Background: an optimization exercise with open tools, aiming at small area. Do not read the settings as production practice. At most, simulation tests tie the RTL to the original design; equivalence was not proved. Power is estimated from default activity; no workload was simulated.

==> exp/quartz <==
Design motion_top, start of the top module:
module motion_top (
    input  logic                     clk,
    input  logic                     rst,
    input  logic                     wb_cyc,
    input  logic                     wb_stb,
    input  logic                     wb_we,
    input  motion_pkg::reg_adr_t     wb_adr,
    input  motion_pkg::word_t        wb_wdata,
    output motion_pkg::word_t        wb_rdata,
    output logic                     wb_ack,
    input  logic                     endstop,
    output logic [2-1:0]  mot_step,
    output logic [2-1:0]  mot_dir,
    output logic [2-1:0]  mot_enable,
    output logic                     irq
);
==> module motion_regs, before the edit <==
module motion_regs (
    input  logic                     clk,
    input  logic                     rst,
    input  logic                     wb_cyc,
    input  logic                     wb_stb,
    input  logic                     wb_we,
    input  motion_pkg::reg_adr_t     wb_adr,
    input  motion_pkg::word_t        wb_wdata,
    input  logic                     busy,
    input  logic                     done,
    input  logic                     abort,
    input  logic                     es_level,
    input  motion_pkg::position_t    pos0,
    input  motion_pkg::position_t    pos1,
    output motion_pkg::word_t        wb_rdata,
    output logic                     wb_ack,
    output motion_pkg::word_t        dt,
    output motion_pkg::word_t        steps,
    output motion_pkg::velocity_t    vel0,
    output motion_pkg::velocity_t    vel1,
    output motion_pkg::word_t        pulse_n,
    output logic                     start,
    output logic                     abort_en,
    output logic                     es_pol,
    output logic                     irq,
    output logic [2-1:0]  ctrl_inv,
    output logic [2-1:0]  axis_en
);
    motion_pkg::word_t ctrl;
    motion_pkg::word_t wdata;
    logic [3:0]        st_q;         
    logic              done_st;
    logic              aborted_st;
    logic              req;
    logic              wr_en;
    assign req   = wb_cyc & wb_stb & ~wb_ack;
    assign wr_en = wb_cyc & wb_stb & wb_we & wb_ack;  
    assign wdata = wb_wdata & {32{~rst}};
    always_comb begin
        case (wb_adr)
            4'd0:   wb_rdata = ctrl;
            4'd1:     wb_rdata = dt;
            4'd2:  wb_rdata = steps;
            4'd3:   wb_rdata = vel0;
            4'd4:   wb_rdata = vel1;
            4'd5:  wb_rdata = pulse_n;
            4'd6: wb_rdata = {28'd0, st_q};
            4'd7:   wb_rdata = pos0;
            4'd8:   wb_rdata = pos1;
            default:     wb_rdata = '0;
        endcase
    end
    always_ff @(posedge clk) begin
        st_q <= {es_level, aborted_st, done_st, busy};
    end
    always_ff @(posedge clk) begin
        wb_ack <= req & ~rst;
        start  <= wr_en & (wb_adr == 4'd9) & ~rst;
    end
    always_ff @(posedge clk) begin
        if (rst | (wr_en & (wb_adr == 4'd0)))  ctrl    <= wdata;
        if (rst | (wr_en & (wb_adr == 4'd1)))    dt      <= wdata;
        if (rst | (wr_en & (wb_adr == 4'd2))) steps   <= wdata;
        if (rst | (wr_en & (wb_adr == 4'd3)))  vel0    <= wdata;
        if (rst | (wr_en & (wb_adr == 4'd4)))  vel1    <= wdata;
        if (rst | (wr_en & (wb_adr == 4'd5))) pulse_n <= wdata;
    end
    always_ff @(posedge clk) begin
        if (rst) begin
            done_st    <= 1'b0;
            aborted_st <= 1'b0;
        end else begin
            if (wr_en && (wb_adr == 4'd6)) begin
                done_st    <= 1'b0;
                aborted_st <= 1'b0;
            end
            if (done) done_st <= 1'b1;
            if (abort && busy) aborted_st <= 1'b1;
        end
    end
    assign irq      = done_st | aborted_st;
    assign axis_en  = {ctrl[1], ctrl[0]};
    assign ctrl_inv = {ctrl[3], ctrl[2]};
    assign abort_en = ctrl[4];
    assign es_pol   = ctrl[5];
endmodule
==> module axis_rate_gen, before the edit <==
module axis_rate_gen (
    input  logic                   clk,
    input  logic                   rst,
    input  logic                   start,
    input  logic                   tick,
    input  logic                   enable,
    input  logic                   invert,
    input  motion_pkg::velocity_t  vel,
    output logic                   step_req,
    output logic                   step_dir,
    output motion_pkg::position_t  pos
);
    motion_pkg::phase_t phase;
    logic [32:0]        sum;         
    logic               neg;
    logic               neg_q;
    assign neg = vel[31];
    assign sum = motion_pkg::add(phase, vel ^ {32{neg}}, neg);
    always_ff @(posedge clk) begin
        if (start)               phase <= '0;
        else if (tick && enable) phase <= sum[31:0];
        step_req <= tick & enable & ~start & sum[32] & ~rst;
        step_dir <= ~neg ^ invert;   
        neg_q    <= neg;
    end
    always_ff @(posedge clk) begin
        if (rst)           pos <= '0;
        else if (step_req) pos <= motion_pkg::incdec(pos, neg_q);
    end
endmodule
make LEC_CHECK=0 CAP_MARGIN=20 CORE_MARGIN=2 CORE_UTILIZATION=40 SLEW_MARGIN=20 finish   # period 10.0 ns
run.sh (not shown) runs the stock make flow with config.mk's settings and CLKGATE_MAP_FILE= SYNTH_SCRIPT=/design/flow/synth_recipe.tcl, a recipe that flattens the netlist after the stock synthesis.
==> exp/willow (differences from exp/quartz) <==
--- a/flow/design.v
+++ b/flow/design.v
@@ -40,2 +40,27 @@
     endfunction
+    function automatic logic [32:0] add_cs(input word_t a, input word_t b,
+                                                       input logic ci);
+        localparam int L = 18;
+        logic  c, c0, c1;
+        word_t s0, s1;
+        c = ci;
+        for (int i = 0; i < L; i++) begin
+            add_cs[i] = a[i] ^ b[i] ^ c;
+            c         = (a[i] & b[i]) | (c & (a[i] ^ b[i]));
+        end
+        c0 = 1'b0;
+        c1 = 1'b1;
+        s0 = '0;
+        s1 = '0;
+        for (int i = L; i < 32; i++) begin
+            s0[i] = a[i] ^ b[i] ^ c0;
+            c0    = (a[i] & b[i]) | (c0 & (a[i] ^ b[i]));
+            s1[i] = a[i] ^ b[i] ^ c1;
+            c1    = (a[i] & b[i]) | (c1 & (a[i] ^ b[i]));
+        end
+        for (int i = L; i < 32; i++) begin
+            add_cs[i] = c ? s1[i] : s0[i];
+        end
+        add_cs[32] = c ? c1 : c0;
+    endfunction
 endpackage
@@ -72,2 +97,3 @@
     motion_pkg::word_t wdata;
+    logic [7:0]        sel_q;        
     logic [3:0]        st_q;         
@@ -77,2 +103,10 @@
     logic              wr_en;
+    localparam int S_CTRL  = 0;
+    localparam int S_DT    = 1;
+    localparam int S_STEPS = 2;
+    localparam int S_VEL0  = 3;
+    localparam int S_VEL1  = 4;
+    localparam int S_PULSE = 5;
+    localparam int S_POS0  = 6;
+    localparam int S_POS1  = 7;
     assign req   = wb_cyc & wb_stb & ~wb_ack;
@@ -80,19 +114,22 @@
     assign wdata = wb_wdata & {32{~rst}};
-    always_comb begin
-        case (wb_adr)
-            4'd0:   wb_rdata = ctrl;
-            4'd1:     wb_rdata = dt;
-            4'd2:  wb_rdata = steps;
-            4'd3:   wb_rdata = vel0;
-            4'd4:   wb_rdata = vel1;
-            4'd5:  wb_rdata = pulse_n;
-            4'd6: wb_rdata = {28'd0, st_q};
-            4'd7:   wb_rdata = pos0;
-            4'd8:   wb_rdata = pos1;
-            default:     wb_rdata = '0;
-        endcase
-    end
     always_ff @(posedge clk) begin
-        st_q <= {es_level, aborted_st, done_st, busy};
-    end
+        sel_q[S_CTRL]  <= (wb_adr == 4'd0);
+        sel_q[S_DT]    <= (wb_adr == 4'd1);
+        sel_q[S_STEPS] <= (wb_adr == 4'd2);
+        sel_q[S_VEL0]  <= (wb_adr == 4'd3);
+        sel_q[S_VEL1]  <= (wb_adr == 4'd4);
+        sel_q[S_PULSE] <= (wb_adr == 4'd5);
+        sel_q[S_POS0]  <= (wb_adr == 4'd7);
+        sel_q[S_POS1]  <= (wb_adr == 4'd8);
+        st_q <= {es_level, aborted_st, done_st, busy} & {4{wb_adr == 4'd6}};
+    end
+    assign wb_rdata = ({32{sel_q[S_CTRL]}}  & ctrl)
+                    | ({32{sel_q[S_DT]}}    & dt)
+                    | ({32{sel_q[S_STEPS]}} & steps)
+                    | ({32{sel_q[S_VEL0]}}  & vel0)
+                    | ({32{sel_q[S_VEL1]}}  & vel1)
+                    | ({32{sel_q[S_PULSE]}} & pulse_n)
+                    | ({32{sel_q[S_POS0]}}  & pos0)
+                    | ({32{sel_q[S_POS1]}}  & pos1)
+                    | {28'd0, st_q};
     always_ff @(posedge clk) begin
@@ -102,8 +139,8 @@
     always_ff @(posedge clk) begin
-        if (rst | (wr_en & (wb_adr == 4'd0)))  ctrl    <= wdata;
-        if (rst | (wr_en & (wb_adr == 4'd1)))    dt      <= wdata;
-        if (rst | (wr_en & (wb_adr == 4'd2))) steps   <= wdata;
-        if (rst | (wr_en & (wb_adr == 4'd3)))  vel0    <= wdata;
-        if (rst | (wr_en & (wb_adr == 4'd4)))  vel1    <= wdata;
-        if (rst | (wr_en & (wb_adr == 4'd5))) pulse_n <= wdata;
+        if (rst | (wr_en & sel_q[S_CTRL]))  ctrl    <= wdata;
+        if (rst | (wr_en & sel_q[S_DT]))    dt      <= wdata;
+        if (rst | (wr_en & sel_q[S_STEPS])) steps   <= wdata;
+        if (rst | (wr_en & sel_q[S_VEL0]))  vel0    <= wdata;
+        if (rst | (wr_en & sel_q[S_VEL1]))  vel1    <= wdata;
+        if (rst | (wr_en & sel_q[S_PULSE])) pulse_n <= wdata;
     end
@@ -185,4 +222,14 @@
 );
-    motion_pkg::phase_t phase;
-    logic [32:0]        sum;         
+    localparam int LO = 16;
+    localparam int HI = 32 - LO;
+    logic [LO-1:0]      ph_lo;
+    logic [HI-1:0]      ph_hi;
+    logic               ph_k;
+    motion_pkg::phase_t mag;         
+    logic [LO-1:0]      s_lo;
+    logic [HI-1:0]      s_hi;
+    logic               c_lo;
+    logic               c_hi;
+    logic               c;
+    logic               wrap;        
     logic               neg;
@@ -190,7 +237,29 @@
     assign neg = vel[31];
-    assign sum = motion_pkg::add(phase, vel ^ {32{neg}}, neg);
+    assign mag = vel ^ {32{neg}};
+    always_comb begin
+        c = neg;
+        for (int i = 0; i < LO; i++) begin
+            s_lo[i] = ph_lo[i] ^ mag[i] ^ c;
+            c       = (ph_lo[i] & mag[i]) | (c & (ph_lo[i] ^ mag[i]));
+        end
+        c_lo = c;
+        c = ph_k;
+        for (int i = 0; i < HI; i++) begin
+            s_hi[i] = ph_hi[i] ^ mag[LO+i] ^ c;
+            c       = (ph_hi[i] & mag[LO+i]) | (c & (ph_hi[i] ^ mag[LO+i]));
+        end
+        c_hi = c;
+        wrap = c_lo & (&s_hi);
+    end
     always_ff @(posedge clk) begin
-        if (start)               phase <= '0;
-        else if (tick && enable) phase <= sum[31:0];
-        step_req <= tick & enable & ~start & sum[32] & ~rst;
+        if (start) begin
+            ph_lo <= '0;
+            ph_hi <= '0;
+            ph_k  <= 1'b0;
+        end else if (tick && enable) begin
+            ph_lo <= s_lo;
+            ph_hi <= wrap ? '0 : s_hi;
+            ph_k  <= c_lo & ~wrap;
+        end
+        step_req <= tick & enable & ~start & (c_hi | wrap) & ~rst;
         step_dir <= ~neg ^ invert;   
==> flow/flow/run.sh (new file) <==
#!/bin/bash
# Layout flow: the standard synthesis, then the standard ORFS steps with
# one-cell port buffers, a clock tree of fewer, larger buffers without dummy
# loads, and no extra margin on slew and capacitance repair.
set -euo pipefail

bash standard.sh synth > synth.log 2>&1

CTS="-sink_clustering_enable -repair_clock_nets -dont_use_dummy_load"
CTS="$CTS -buf_list {sky130_fd_sc_hd__clkbuf_8}"
CTS="$CTS -sink_clustering_size 20 -sink_clustering_max_diameter 60"

bash standard.sh \
    "BUFFER_PORTS_ARGS=-buffer_cell sky130_fd_sc_hd__buf_1" \
    "CTS_ARGS=$CTS" \
    SLEW_MARGIN=0 CAP_MARGIN=0 \
    finish > layout.log 2>&1
==> flow/standard.sh (new file) <==
#!/bin/bash
# synth_recipe.tcl (not shown) runs the flow's synth.tcl, then flattens the netlist and writes it again
# the make line also repeats each setting of config.mk as NAME=value (left out here)
make -C /OpenROAD-flow-scripts/flow DESIGN_CONFIG=/design/flow/config.mk WORK_HOME=/design/flow/orfs CLKGATE_MAP_FILE= SYNTH_SCRIPT=/design/flow/synth_recipe.tcl "${@:-finish}"
removed: flow/run.sh
==> exp/raven (differences from exp/quartz) <==
--- a/flow/design.v
+++ b/flow/design.v
@@ -40,2 +40,27 @@
     endfunction
+    function automatic logic [32:0] add_cs(input word_t a, input word_t b,
+                                                       input logic ci);
+        localparam int L = 18;
+        logic  c, c0, c1;
+        word_t s0, s1;
+        c = ci;
+        for (int i = 0; i < L; i++) begin
+            add_cs[i] = a[i] ^ b[i] ^ c;
+            c         = (a[i] & b[i]) | (c & (a[i] ^ b[i]));
+        end
+        c0 = 1'b0;
+        c1 = 1'b1;
+        s0 = '0;
+        s1 = '0;
+        for (int i = L; i < 32; i++) begin
+            s0[i] = a[i] ^ b[i] ^ c0;
+            c0    = (a[i] & b[i]) | (c0 & (a[i] ^ b[i]));
+            s1[i] = a[i] ^ b[i] ^ c1;
+            c1    = (a[i] & b[i]) | (c1 & (a[i] ^ b[i]));
+        end
+        for (int i = L; i < 32; i++) begin
+            add_cs[i] = c ? s1[i] : s0[i];
+        end
+        add_cs[32] = c ? c1 : c0;
+    endfunction
 endpackage
@@ -80,16 +105,16 @@
     assign wdata = wb_wdata & {32{~rst}};
+    logic [15:0] sel;
     always_comb begin
-        case (wb_adr)
-            4'd0:   wb_rdata = ctrl;
-            4'd1:     wb_rdata = dt;
-            4'd2:  wb_rdata = steps;
-            4'd3:   wb_rdata = vel0;
-            4'd4:   wb_rdata = vel1;
-            4'd5:  wb_rdata = pulse_n;
-            4'd6: wb_rdata = {28'd0, st_q};
-            4'd7:   wb_rdata = pos0;
-            4'd8:   wb_rdata = pos1;
-            default:     wb_rdata = '0;
-        endcase
+        sel = '0;
+        sel[wb_adr] = 1'b1;
     end
+    assign wb_rdata = ({32{sel[4'd0]}}   & ctrl)
+                    | ({32{sel[4'd1]}}     & dt)
+                    | ({32{sel[4'd2]}}  & steps)
+                    | ({32{sel[4'd3]}}   & vel0)
+                    | ({32{sel[4'd4]}}   & vel1)
+                    | ({32{sel[4'd5]}}  & pulse_n)
+                    | ({32{sel[4'd6]}} & {28'd0, st_q})
+                    | ({32{sel[4'd7]}}   & pos0)
+                    | ({32{sel[4'd8]}}   & pos1);
     always_ff @(posedge clk) begin
@@ -185,4 +210,14 @@
 );
-    motion_pkg::phase_t phase;
-    logic [32:0]        sum;         
+    localparam int LO = 16;
+    localparam int HI = 32 - LO;
+    logic [LO-1:0]      ph_lo;
+    logic [HI-1:0]      ph_hi;
+    logic               ph_k;
+    motion_pkg::phase_t mag;         
+    logic [LO-1:0]      s_lo;
+    logic [HI-1:0]      s_hi;
+    logic               c_lo;
+    logic               c_hi;
+    logic               c;
+    logic               wrap;        
     logic               neg;
@@ -190,7 +225,29 @@
     assign neg = vel[31];
-    assign sum = motion_pkg::add(phase, vel ^ {32{neg}}, neg);
+    assign mag = vel ^ {32{neg}};
+    always_comb begin
+        c = neg;
+        for (int i = 0; i < LO; i++) begin
+            s_lo[i] = ph_lo[i] ^ mag[i] ^ c;
+            c       = (ph_lo[i] & mag[i]) | (c & (ph_lo[i] ^ mag[i]));
+        end
+        c_lo = c;
+        c = ph_k;
+        for (int i = 0; i < HI; i++) begin
+            s_hi[i] = ph_hi[i] ^ mag[LO+i] ^ c;
+            c       = (ph_hi[i] & mag[LO+i]) | (c & (ph_hi[i] ^ mag[LO+i]));
+        end
+        c_hi = c;
+        wrap = c_lo & (&s_hi);
+    end
     always_ff @(posedge clk) begin
-        if (start)               phase <= '0;
-        else if (tick && enable) phase <= sum[31:0];
-        step_req <= tick & enable & ~start & sum[32] & ~rst;
+        if (start) begin
+            ph_lo <= '0;
+            ph_hi <= '0;
+            ph_k  <= 1'b0;
+        end else if (tick && enable) begin
+            ph_lo <= s_lo;
+            ph_hi <= wrap ? '0 : s_hi;
+            ph_k  <= c_lo & ~wrap;
+        end
+        step_req <= tick & enable & ~start & (c_hi | wrap) & ~rst;
         step_dir <= ~neg ^ invert;   
==> summary of the runs <==
- First-iteration DRC count, highest first: exp/raven, exp/willow, exp/quartz.
- exp/willow finished clean. exp/raven passed the timing, design-rule and antenna checks. exp/quartz produced a layout that fails on setup timing.
- Via count, lowest first: exp/quartz, exp/willow, exp/raven.
- Sequential power is about the same in exp/raven and exp/willow.
- Of exp/quartz and exp/raven, exp/raven has the higher final area (gap 3.8%, measured against exp/raven).
- Of exp/quartz and exp/willow, exp/quartz has the higher utilization (gap 3.4 points).
==> figures <==
                                                                        exp/quartz                   exp/willow                    exp/raven
Outcome                                                   finished with violations               finished clean               finished clean
Reasons for failing layout checks                                     setup timing                            -                            -
First-pass DRT Iterations                                                        5                            6                            6
Routability congestion estimate from global placement                        0.855                        0.843                        0.918
Vias in the first global route                                               16000                        15800                        18300
Die width                                                                   248 um                       249 um                       254 um
Main synth FF type                                       sky130_fd_sc_hd__edfxtp_1     sky130_fd_sc_hd__dfxtp_1    sky130_fd_sc_hd__edfxtp_1
CP Capture Point                                       i_axis_rate_gen_1.phase[31]  i_axis_rate_gen_1.ph_hi[13]  i_axis_rate_gen_0.ph_hi[13]
Logic gate share of total power                                              11.8%                        14.3%                        12.5%
Switch share                                                                 24.8%                        27.6%                        26.4%
Non-clock buffer total of the final layout                                     127                          111                          122
GR met3 Demand/Resource                                                      2.88%                        3.11%                        3.50%
For exp/quartz and exp/willow, only the layout was checked, not whether the RTL still works.

port drivers added, routing unchanged:
No port has a modelled driver above. Below, the same layouts with a new extraction and two added sets of constraints. Step 1 (the two cells are an assumption about what drives the block):
set clk [get_ports {clk}]
set_driving_cell -lib_cell sky130_fd_sc_hd__clkbuf_16 $clk
set_driving_cell -lib_cell sky130_fd_sc_hd__buf_2 [delete_from_list [all_inputs] $clk]
Step 2 times the ports against the registers' clock, not the clock port: input delays grow and output delays shrink by t, the midpoint of the rising clock arrivals with the driver on. a / b / c = ideal / step 1 / step 2; a / b = the first two.
| run | t, ns | setup WS [ns] | hold slack, ns | pins driven straight from the clock port |
|---|---|---|---|---|
| exp/quartz | 0.657 | -1.759 / -1.759 / -1.759 | 0.374 / 0.374 / 0.374 | 1 |
| exp/willow | 0.696 | 1.115 / 1.115 / 1.115 | 0.433 / 0.433 / 0.433 | 1 |
| exp/raven | 0.682 | 1.164 / 1.164 / 1.164 | 0.378 / 0.378 / 0.378 | 1 |
